This is an optimization exercise on Yosys and OpenROAD, whose aim is small area and a short achievable clock period, not a production implementation. RTL that was checked went through simulation tests only; none was proved equivalent to the original. Power is estimated from default activity; no workload was simulated.

## book_top
module book_top #(
  parameter int ENTRIES_N = book_cfg_pkg::DEF_ENTRIES_N,
  parameter bit IS_BID = book_cfg_pkg::DEF_IS_BID
) (
  input  logic                     i_clk,
  input  logic                     i_rst_n,
  input  logic                     i_cmd_vld,
  input  book_types_pkg::cmd_t                     i_cmd,
  input  book_types_pkg::key_t                     i_key,
  input  book_types_pkg::volume_t                  i_volume,
  output logic [ENTRIES_N-1:0]     o_vld,
  output book_types_pkg::key_t [ENTRIES_N-1:0]     o_keys,
  output book_types_pkg::volume_t [ENTRIES_N-1:0]  o_volumes,
  output book_types_pkg::listsize_t                o_listsize,
  output logic                     o_notify_vld,
  output book_types_pkg::key_t                     o_notify_key,
  output book_types_pkg::volume_t                  o_notify_volume
);
Settings: LEC_CHECK=0, CAP_MARGIN=20, CORE_MARGIN=2, CORE_UTILIZATION=40, SETUP_SLACK_MARGIN=2.5, SLEW_MARGIN=20, SYNTH_HIERARCHICAL=1, TNS_END_PERCENT=10; clock period 5.5 ns.
standard.sh (not shown) runs the stock make flow with config.mk's settings and CLKGATE_MAP_FILE= SYNTH_SCRIPT=/design/flow/synth_recipe.tcl, a recipe that flattens the netlist after the stock synthesis.
==> flow/flow/run.sh <==
#!/bin/bash
# Standard layout, with the smallest buffer on every input and output port
set -e
export BUFFER_PORTS_ARGS="-buffer_cell sky130_fd_sc_hd__buf_1"
bash standard.sh > standard.log 2>&1
Edit:
--- a/flow/design.v
+++ b/flow/design.v
@@ -326,22 +326,19 @@
     if (!i_rst_n) o_vld <= '0;
     else o_vld <= vld_nxt;
   end
   always_ff @(posedge i_clk) begin
     o_keys <= keys_nxt;
     o_volumes <= vols_nxt;
   end
-  book_types_pkg::listsize_t size_inc, size_dec;
-  assign size_inc = o_listsize + 1'b1;
-  assign size_dec = o_listsize - 1'b1;
-  always_ff @(posedge i_clk or negedge i_rst_n) begin
-    if (!i_rst_n) o_listsize <= '0;
-    else if (op_clr) o_listsize <= '0;
-    else if (op_add && !o_vld[N-1]) o_listsize <= size_inc;
-    else if (sel_dn_k[N-1]) o_listsize <= size_dec;
+  always_comb begin
+    o_listsize = '0;
+    for (int i = 0; i < N; i++) begin
+      if (o_vld[i] && ((i == N-1) ? 1'b1 : !o_vld[(i == N-1) ? i : i+1])) o_listsize = book_types_pkg::listsize_t'(i + 1);
+    end
   end
   logic head_change;
   assign head_change = (op_clr && o_vld[0]) || mv[0] || ((op_del || op_rep) && o_vld[0] && eq[0]);
   always_ff @(posedge i_clk or negedge i_rst_n) begin
     if (!i_rst_n) o_notify_vld <= 1'b0;
     else o_notify_vld <= head_change;
   end
The new run finished clean. Clock power falls by about 4%. Sequential share of layout area falls by 1.7 points. Register-to-register slack loses 0.12 ns. Sequential power grows by about 2%. Wire length rises by 6.3%. Final area came out higher by 5.5%. Total power rose by 4.3%.
No functional check of the RTL was part of the first run of this note.

========
Another version of the RTL of book_top (not shown whole).
For scale: roughly 3,600 cells after synthesis, about 600 I/O pins, about 0.029 mm^2 of cells after synthesis.
==> module book_match_node_n, before the edit <==
module book_match_node_n (
  input  logic i_g_h_n,
  input  logic i_p_h_n,
  input  logic i_g_l_n,
  input  logic i_p_l_n,
  output logic o_g,
  output logic o_p
);
  book_match_node_n_g u_g (.i_g_h_n(i_g_h_n), .i_p_h_n(i_p_h_n), .i_g_l_n(i_g_l_n), .o_g(o_g));
  book_g_nor2         u_p (.a(i_p_h_n), .b(i_p_l_n), .y(o_p));
endmodule
export LEC_CHECK = 0
export CAP_MARGIN = 20
export CORE_MARGIN = 2
export CORE_UTILIZATION = 40
export SETUP_SLACK_MARGIN = 2.0
export SLEW_MARGIN = 20
export SYNTH_HIERARCHICAL = 1
export TNS_END_PERCENT = 10
create_clock -name core_clock -period 5.5 [get_ports {i_clk}]
Scripts as last shown in full above: flow/flow/run.sh
Edit:
--- a/flow/design.v
+++ b/flow/design.v
@@ -64,8 +64,8 @@
   output logic o_g,
   output logic o_p
 );
-  book_match_node_n_g u_g (.i_g_h_n(i_g_h_n), .i_p_h_n(i_p_h_n), .i_g_l_n(i_g_l_n), .o_g(o_g));
-  book_g_nor2         u_p (.a(i_p_h_n), .b(i_p_l_n), .y(o_p));
+  assign o_g = ~(i_g_h_n & (i_p_h_n | i_g_l_n));
+  assign o_p = ~(i_p_h_n | i_p_l_n);
 endmodule
 module book_match_node_n_g (
   input  logic i_g_h_n,
The changed run completed with no timing, DRC or antenna violations. Total power went up by about 1.7%. Non-clock buffer count is higher by 16. Routed wire length went up by 2.0%. Core utilization hardly moves. Global-route usage increases by 0.41 points. Clock-buffer cell count grows by 5.

========
rev 12:
book_top, a different RTL version from the one above (not shown whole).
For scale: roughly 600 I/O pins, about 30000 um2 of cells after synthesis.
==> flow/config.mk <==
export PLATFORM = sky130hd
export DESIGN_NAME = book_top
export DESIGN_NICKNAME = book_top
export VERILOG_FILES = /design/flow/design.v
export SDC_FILE = /design/flow/constraint.sdc
export NUM_CORES = 4
export LEC_CHECK = 0
export CAP_MARGIN = 20
export CORE_MARGIN = 2
export CORE_UTILIZATION = 40
export SETUP_SLACK_MARGIN = 2.5
export SLEW_MARGIN = 20
export SYNTH_HIERARCHICAL = 1
export TNS_END_PERCENT = 10
==> flow/constraint.sdc <==
create_clock -name core_clock -period 5.5 [get_ports {i_clk}]
set_input_delay 1.1000 -clock core_clock [delete_from_list [all_inputs] [get_ports {i_clk}]]
set_output_delay 1.1000 -clock core_clock [all_outputs]
set_load 0.01 [all_outputs]
Scripts as last shown in full above: flow/flow/run.sh
Here is what was changed in the inputs of rev 13 compared with rev 12.
-- flow/design.v --
<<< rev 12, line 237
  logic [N-1:0] vld_n;
  assign vld_n = ~o_vld;
  book_types_pkg::key_t key_n;
  assign key_n = ~i_key;
  logic [N-1:0] dv_n, rv_n;
  assign dv_n = ~({N{op_del}} & o_vld);
>>> rev 13, line 237
  logic [N-1:0] vld_n;
  assign vld_n = ~o_vld;
  book_types_pkg::key_t key_n [4];
  for (genvar q = 0; q < 4; q++) begin : g_key_n
    for (genvar b = 0; b < 16; b++) begin : g_bit
      book_g_inv u_inv (.a(i_key[b]), .y(key_n[q][b]));
    end
  end
  logic [N-1:0] dv_n, rv_n;
  assign dv_n = ~({N{op_del}} & o_vld);
<<< rev 12, line 244
  logic [N-1:0] rv;
  assign rv = {N{op_rep}} & o_vld;
  logic [N-1:0] gt_n, eq, ge, keep, keep_n, dm, r_rep;
  logic [1:0] eq8_n [N];
  for (genvar i = 0; i < N; i++) begin : g_cmp
    book_match u_cmp (.i_key_stored(o_keys[i]), .i_key_n(key_n),
                      .o_gt_n(gt_n[i]), .o_eq8_n(eq8_n[i]));
    book_g_a221oi u_keep   (.a1(gt_n[i]), .a2(eq8_n[i][0]), .b1(gt_n[i]), .b2(eq8_n[i][1]),
>>> rev 13, line 248
  logic [N-1:0] rv;
  assign rv = {N{op_rep}} & o_vld;
  logic [N-1:0] gt_n, eq, ge, keep, keep_n, dm, dm2, r_rep;
  logic [1:0] eq8_n [N];
  for (genvar i = 0; i < N; i++) begin : g_cmp
    book_match u_cmp (.i_key_stored(o_keys[i]), .i_key_n(key_n[i / 4]),
                      .o_gt_n(gt_n[i]), .o_eq8_n(eq8_n[i]));
    book_g_a221oi u_keep   (.a1(gt_n[i]), .a2(eq8_n[i][0]), .b1(gt_n[i]), .b2(eq8_n[i][1]),
<<< rev 12, line 255
    book_g_nor2   u_eq  (.a(eq8_n[i][0]), .b(eq8_n[i][1]), .y(eq[i]));
    book_g_nor3   u_dm  (.a(dv_n[i]), .b(eq8_n[i][0]), .c(eq8_n[i][1]), .y(dm[i]));
    book_g_nor3   u_rep (.a(rv_n[i]), .b(eq8_n[i][0]), .c(eq8_n[i][1]), .y(r_rep[i]));
  end
  logic [N-1:0] pn;
  logic [3:0] gn;
  logic [3:0] sel_dn [N];
  for (genvar g = 0; g < 4; g++) begin : g_grp
    book_g_inv  u_p0 (.a(dm[4*g]), .y(pn[4*g]));
    book_g_nor2 u_p1 (.a(dm[4*g]), .b(dm[4*g+1]), .y(pn[4*g+1]));
    book_g_nor3 u_p2 (.a(dm[4*g]), .b(dm[4*g+1]), .c(dm[4*g+2]), .y(pn[4*g+2]));
    book_g_nor4 u_p3 (.a(dm[4*g]), .b(dm[4*g+1]), .c(dm[4*g+2]), .d(dm[4*g+3]), .y(pn[4*g+3]));
    assign gn[g] = pn[4*g+3];
  end
  for (genvar i = 0; i < N; i++) begin : g_dn
    localparam int G = i / 4;
    for (genvar c = 0; c < 4; c++) begin : g_copy
      if (G == 0) begin : g0
        book_g_inv   u_s (.a(pn[i]), .y(sel_dn[i][c]));
>>> rev 13, line 259
    book_g_nor2   u_eq  (.a(eq8_n[i][0]), .b(eq8_n[i][1]), .y(eq[i]));
    book_g_nor3   u_dm  (.a(dv_n[i]), .b(eq8_n[i][0]), .c(eq8_n[i][1]), .y(dm[i]));
    book_g_nor3   u_dm2 (.a(dv_n[i]), .b(eq8_n[i][0]), .c(eq8_n[i][1]), .y(dm2[i]));
    book_g_nor3   u_rep (.a(rv_n[i]), .b(eq8_n[i][0]), .c(eq8_n[i][1]), .y(r_rep[i]));
  end
  logic [3:0] sel_dn [N];
  for (genvar c = 0; c < 4; c++) begin : g_pfx
    logic [N-1:0] pn;
    logic [3:0] gn;
    logic [N-1:0] d;
    if (c % 2 == 0) begin : g_d0
      assign d = dm;
    end else begin : g_d1
      assign d = dm2;
    end
    for (genvar g = 0; g < 4; g++) begin : g_grp
      book_g_inv  u_p0 (.a(d[4*g]), .y(pn[4*g]));
      book_g_nor2 u_p1 (.a(d[4*g]), .b(d[4*g+1]), .y(pn[4*g+1]));
      book_g_nor3 u_p2 (.a(d[4*g]), .b(d[4*g+1]), .c(d[4*g+2]), .y(pn[4*g+2]));
      book_g_nor4 u_p3 (.a(d[4*g]), .b(d[4*g+1]), .c(d[4*g+2]), .d(d[4*g+3]), .y(pn[4*g+3]));
      assign gn[g] = pn[4*g+3];
    end
    for (genvar i = 0; i < N; i++) begin : g_dn
      localparam int G = i / 4;
      if (G == 0) begin : g0
        book_g_inv   u_s (.a(pn[i]), .y(sel_dn[i][c]));
--- outcome ---
Rev 13: done, clean on timing, DRC and antenna. Part of the power in the clock network for rev 13: 0.7 points down relative to rev 12. Relative to rev 12, wire length after detailed routing has decreased by 14% in rev 13. From rev 12 to rev 13 the numbers moved as follows: worst setup slack for register-to-register paths decreased 20 ps, combinational group power shows a reduction of about 4%, die height shows an increase of 1.1%, total power fell 3.6%, switching component of the power saw a decrease.
No functional check of the RTL was part of any run of this note.

afterwards: timing with drivers on the ports:
Ports are ideal in the flow. The routed layouts listed here were re-timed in OpenROAD. Step 1: set_driving_cell puts a clkbuf_16 on i_clk and a buf_2 on each other input, an assumption about the parent block. Step 2 also shifts input and output timing later by t, the mid clock arrival at the registers, as if the neighbouring blocks saw the same clock. Three values: ideal ports, drivers, drivers and shift; two values: the first two.
run	shift t [ns]	slack for setup (ns)	worst data-port slew with drivers (ns)
the first run of note 1	0.675	2.234 / 2.274 / 1.599	0.05
the second run of note 1	0.675	2.081 / 2.016 / 1.407	0.09
the first run of note 2	0.680	1.955 / 1.885 / 1.413	0.04
the second run of note 2	0.674	2.010 / 1.941 / 1.464	0.04
rev 12	0.697	2.233 / 2.244 / 1.547	0.10
rev 13	0.676	2.281 / 2.305 / 1.628	0.07
After both steps every run listed still meets setup and hold. The setup slack of rev 12, which loses most, moves by +0.011 ns with the drivers and by -0.686 ns with both steps.
